Context: an optimization exercise on an open-source flow, tuned for small area and a short achievable clock period. The choices shown serve that exercise and are no tape-out recipe.
At most, simulation tests tie the RTL to the original design; equivalence was not proved.
Power figures rest on the tool's default switching activity, not on a simulated workload.

Setup of indigo:
==> flow/design.v <==
`default_nettype none
module instr_mem_loader #(
  parameter logic [7:0] LOAD_BASE      = 8'h00,
  parameter logic       ERR_ON_HI_BITS = 1'b1
) (
  input  logic       Clk,
  input  logic       Rst,
  input  logic [7:0] i_Addres_Instr_Bus,
  output logic [8:0] o_Instruction,
  input  logic       i_Load_Start,
  input  logic [7:0] i_Load_Byte,
  input  logic       i_Load_Valid,
  output logic       o_Load_Ready,
  output logic       o_Core_Hold,
  output logic       o_Load_Done,
  output logic       o_Load_Err,
  output logic [8:0] o_Load_Count
);
  typedef enum logic [2:0] {
    S_IDLE = 3'd0, S_LEN = 3'd1, S_LO = 3'd2, S_HI = 3'd3, S_DONE = 3'd5
  } state_t;
  state_t     r_state;
  state_t     w_state_nxt;
  logic [8:0] r_mem [256];
  logic [7:0] r_ptr;
  logic [7:0] r_lo;
  logic [8:0] r_remaining;
  logic       r_err_pend;
  logic       r_hold;
  logic       r_err;
  logic [8:0] r_count;
  logic w_ready;
  logic w_accept;
  logic w_last;
  logic w_hi_bad;
  logic w_we;
  logic [15:0] w_dec_lo;
  logic [15:0] w_dec_hi;
  logic [8:0]  w_rd;
  iml_dec4 u_dec_lo (.i_a(i_Addres_Instr_Bus[3:0]), .o_y(w_dec_lo));
  iml_dec4 u_dec_hi (.i_a(i_Addres_Instr_Bus[7:4]), .o_y(w_dec_hi));
  for (genvar b = 0; b < 9; b++) begin : g_bit
    logic [15:0] w_grp_n;
    for (genvar g = 0; g < 16; g++) begin : g_grp
      logic [15:0] w_q;
      logic [1:0]  w_half;
      for (genvar r = 0; r < 16; r++) begin : g_q
        assign w_q[r] = r_mem[16*g+r][b];
      end
      iml_lf8 u_lf0 (.i_sel(w_dec_lo[7:0]),  .i_q(w_q[7:0]),  .o_y(w_half[0]));
      iml_lf8 u_lf1 (.i_sel(w_dec_lo[15:8]), .i_q(w_q[15:8]), .o_y(w_half[1]));
      iml_oai21 u_gate (.i_a1(w_half[0]), .i_a2(w_half[1]), .i_b1(w_dec_hi[g]), .o_yn(w_grp_n[g]));
    end
    logic [3:0] w_q4;
    logic [1:0] w_q2_n;
    for (genvar k = 0; k < 4; k++) begin : g_n4
      iml_nand4 u_n4 (.i_a(w_grp_n[4*k+3:4*k]), .o_y(w_q4[k]));
    end
    for (genvar k = 0; k < 2; k++) begin : g_n2
      iml_nor2 u_o2 (.i_a(w_q4[2*k]), .i_b(w_q4[2*k+1]), .o_yn(w_q2_n[k]));
    end
    iml_nand2 u_out (.i_a(w_q2_n[0]), .i_b(w_q2_n[1]), .o_y(w_rd[b]));
  end
  assign o_Instruction = w_rd;
  assign o_Load_Ready  = w_ready;
  assign o_Core_Hold   = r_hold;
  assign o_Load_Err    = r_err;
  assign o_Load_Count  = r_count;
  assign w_last   = (r_remaining == 9'd1);
  assign w_hi_bad = ERR_ON_HI_BITS && (i_Load_Byte[7:1] != 7'd0);
  assign w_we     = w_accept && (r_state == S_HI) && !Rst;
  always_ff @(posedge Clk) begin
    if (Rst) begin
      r_state <= S_IDLE;
    end else begin
      r_state <= w_state_nxt;
    end
  end
  always_comb begin
    w_state_nxt = r_state;
    w_ready     = 1'b0;
    o_Load_Done = 1'b0;
    case (r_state)
      S_LEN, S_LO, S_HI: w_ready = 1'b1;
      S_DONE: begin
        o_Load_Done = ~r_err_pend;
        w_state_nxt = S_IDLE;
      end
      default: ;
    endcase
    w_accept = w_ready & i_Load_Valid & ~i_Load_Start;
    if (w_accept) begin
      case (r_state)
        S_LEN: w_state_nxt = S_LO;
        S_LO:  w_state_nxt = S_HI;
        S_HI:  w_state_nxt = w_last ? S_DONE : S_LO;
        default: ;
      endcase
    end
    if (i_Load_Start) begin
      w_state_nxt = S_LEN;
    end
  end
  always_ff @(posedge Clk) begin
    if (Rst) begin
      r_ptr       <= LOAD_BASE;
      r_lo        <= 8'd0;
      r_remaining <= 9'd0;
      r_err_pend  <= 1'b0;
      r_hold      <= 1'b0;
      r_err       <= 1'b0;
      r_count     <= 9'd0;
    end else if (i_Load_Start) begin
      r_ptr       <= LOAD_BASE;
      r_remaining <= 9'd0;
      r_err_pend  <= 1'b0;
      r_hold      <= 1'b1;
      r_err       <= 1'b0;
      r_count     <= 9'd0;
    end else begin
      if (w_accept) begin
        case (r_state)
          S_LEN: r_remaining <= (i_Load_Byte == 8'd0) ? 9'd256 : {1'b0, i_Load_Byte};
          S_LO:  r_lo <= i_Load_Byte;
          S_HI: begin
            r_ptr       <= r_ptr + 8'd1;
            r_remaining <= r_remaining - 9'd1;
            if (r_count != 9'h100) begin
              r_count <= r_count + 9'd1;
            end
            if (w_hi_bad) begin
              r_err_pend <= 1'b1;
            end
          end
          default: ;
        endcase
      end
      if (r_state == S_DONE) begin
        if (r_err_pend) begin
          r_err <= 1'b1;
        end else begin
          r_hold <= 1'b0;
        end
        r_err_pend <= 1'b0;
      end
    end
  end
  always_ff @(posedge Clk) begin
    if (w_we) begin
      r_mem[r_ptr] <= {i_Load_Byte[0], r_lo};
    end
  end
endmodule
module iml_dec4 (
  input  logic [3:0]  i_a,
  output logic [15:0] o_y
);
  for (genvar i = 0; i < 16; i++) begin : g_y
    assign o_y[i] = (i_a == i);
  end
endmodule
module iml_lf8 (
  input  logic [7:0] i_sel,
  input  logic [7:0] i_q,
  output logic       o_y
);
  logic [3:0] w_n;
  for (genvar c = 0; c < 4; c++) begin : g_c
    assign w_n[c] = ~((i_sel[2*c] & i_q[2*c]) | (i_sel[2*c+1] & i_q[2*c+1]));
  end
  assign o_y = ~&w_n;
endmodule
module iml_oai21 (input logic i_a1, i_a2, i_b1, output logic o_yn);
  assign o_yn = ~((i_a1 | i_a2) & i_b1);
endmodule
module iml_nand4 (input logic [3:0] i_a, output logic o_y);
  assign o_y = ~&i_a;
endmodule
module iml_nor2 (input logic i_a, i_b, output logic o_yn);
  assign o_yn = ~(i_a | i_b);
endmodule
module iml_nand2 (input logic i_a, i_b, output logic o_y);
  assign o_y = ~(i_a & i_b);
endmodule
`default_nettype wire
clock: 8.0 ns
lec_check: 0
cap_margin: 20
core_margin: 2
core_utilization: 60
cts_cluster_diameter: 60
cts_cluster_size: 25
setup_slack_margin: 3
slew_margin: 20
synth_hierarchical: 1
run.sh (not shown) runs the stock make flow with config.mk's settings and CLKGATE_MAP_FILE= SYNTH_SCRIPT=/design/flow/synth_recipe.tcl, a recipe that flattens the netlist after the stock synthesis.
### indigo -> onyx
diff --git a/flow/design.v b/flow/design.v
--- a/flow/design.v
+++ b/flow/design.v
@@ -49,19 +49,11 @@
       end
       iml_lf8 u_lf0 (.i_sel(w_dec_lo[7:0]),  .i_q(w_q[7:0]),  .o_y(w_half[0]));
       iml_lf8 u_lf1 (.i_sel(w_dec_lo[15:8]), .i_q(w_q[15:8]), .o_y(w_half[1]));
       iml_oai21 u_gate (.i_a1(w_half[0]), .i_a2(w_half[1]), .i_b1(w_dec_hi[g]), .o_yn(w_grp_n[g]));
     end
-    logic [3:0] w_q4;
-    logic [1:0] w_q2_n;
-    for (genvar k = 0; k < 4; k++) begin : g_n4
-      iml_nand4 u_n4 (.i_a(w_grp_n[4*k+3:4*k]), .o_y(w_q4[k]));
-    end
-    for (genvar k = 0; k < 2; k++) begin : g_n2
-      iml_nor2 u_o2 (.i_a(w_q4[2*k]), .i_b(w_q4[2*k+1]), .o_yn(w_q2_n[k]));
-    end
-    iml_nand2 u_out (.i_a(w_q2_n[0]), .i_b(w_q2_n[1]), .o_y(w_rd[b]));
+    iml_nand16 u_or (.i_a(w_grp_n), .o_y(w_rd[b]));
   end
   assign o_Instruction = w_rd;
   assign o_Load_Ready  = w_ready;
   assign o_Core_Hold   = r_hold;
   assign o_Load_Err    = r_err;
@@ -171,15 +163,12 @@
   assign o_y = ~&w_n;
 endmodule
 module iml_oai21 (input logic i_a1, i_a2, i_b1, output logic o_yn);
   assign o_yn = ~((i_a1 | i_a2) & i_b1);
 endmodule
-module iml_nand4 (input logic [3:0] i_a, output logic o_y);
+module iml_nand16 (
+  input  logic [15:0] i_a,
+  output logic        o_y
+);
   assign o_y = ~&i_a;
 endmodule
-module iml_nor2 (input logic i_a, i_b, output logic o_yn);
-  assign o_yn = ~(i_a | i_b);
-endmodule
-module iml_nand2 (input logic i_a, i_b, output logic o_y);
-  assign o_y = ~(i_a & i_b);
-endmodule
 `default_nettype wire
### Flow results
onyx ended with every stage complete and zero timing, DRC or antenna violations.
Measured against each other, onyx and indigo differ in worst vdd rail ir drop, the lower figure coming from indigo.
Sequential share of the synthesized area: onyx vs indigo — no meaningful difference
| setup slack of the worst register-to-register path | onyx vs indigo | worse |
Compared with indigo, onyx shows a instance count on the critical path that is 2 lower.
Routed wire in onyx totals less than in indigo.
The setup slack of onyx is smaller than that of indigo.
onyx against indigo: area taken by flip-flops and latches was more or less identical; power was more or less identical.
onyx against indigo: number of antenna cells inserted +1; combinational power share now sits lower.
Delta (onyx minus indigo): post-route worst hold slack now smaller; share of the clock period used by the worst path now larger; detailed-route via count now smaller.
Count of multi-input combinational gates (onyx over indigo): decrease, 16
No functional check of the RTL was part of onyx.

==> separate check: timing with driven ports <==
Ports are ideal in the flow. The routed layouts listed here were re-timed in OpenROAD.
Step 1 (the two cells are an assumption about what drives the block):
set clk [get_ports {Clk}]
set_driving_cell -lib_cell sky130_fd_sc_hd__clkbuf_16 $clk
set_driving_cell -lib_cell sky130_fd_sc_hd__buf_2 [delete_from_list [all_inputs] $clk]
Step 2 moves the port delays by t, midway between the first and last clock arrival at a register: inputs arrive t later, outputs are due t later. That takes back most of the time a late clock gives input paths.
Three values: no drivers, after step 1, after step 2; two values: the first two.
run	t, ns	slack for setup (ns)	worst setup path at the end	slew at the worst register clock pin (ns)	worst slew at a driven data input, ns
indigo	0.888	1.862 / 1.801 / 1.801	input to output	0.10 / 0.10	0.10
onyx	0.897	1.763 / 1.563 / 1.563	input to output	0.09 / 0.09	0.30
After both steps setup and hold are still met in every run listed. For onyx, which loses most, drivers alone change the setup slack by -0.200 ns; drivers and shift together by -0.200 ns.
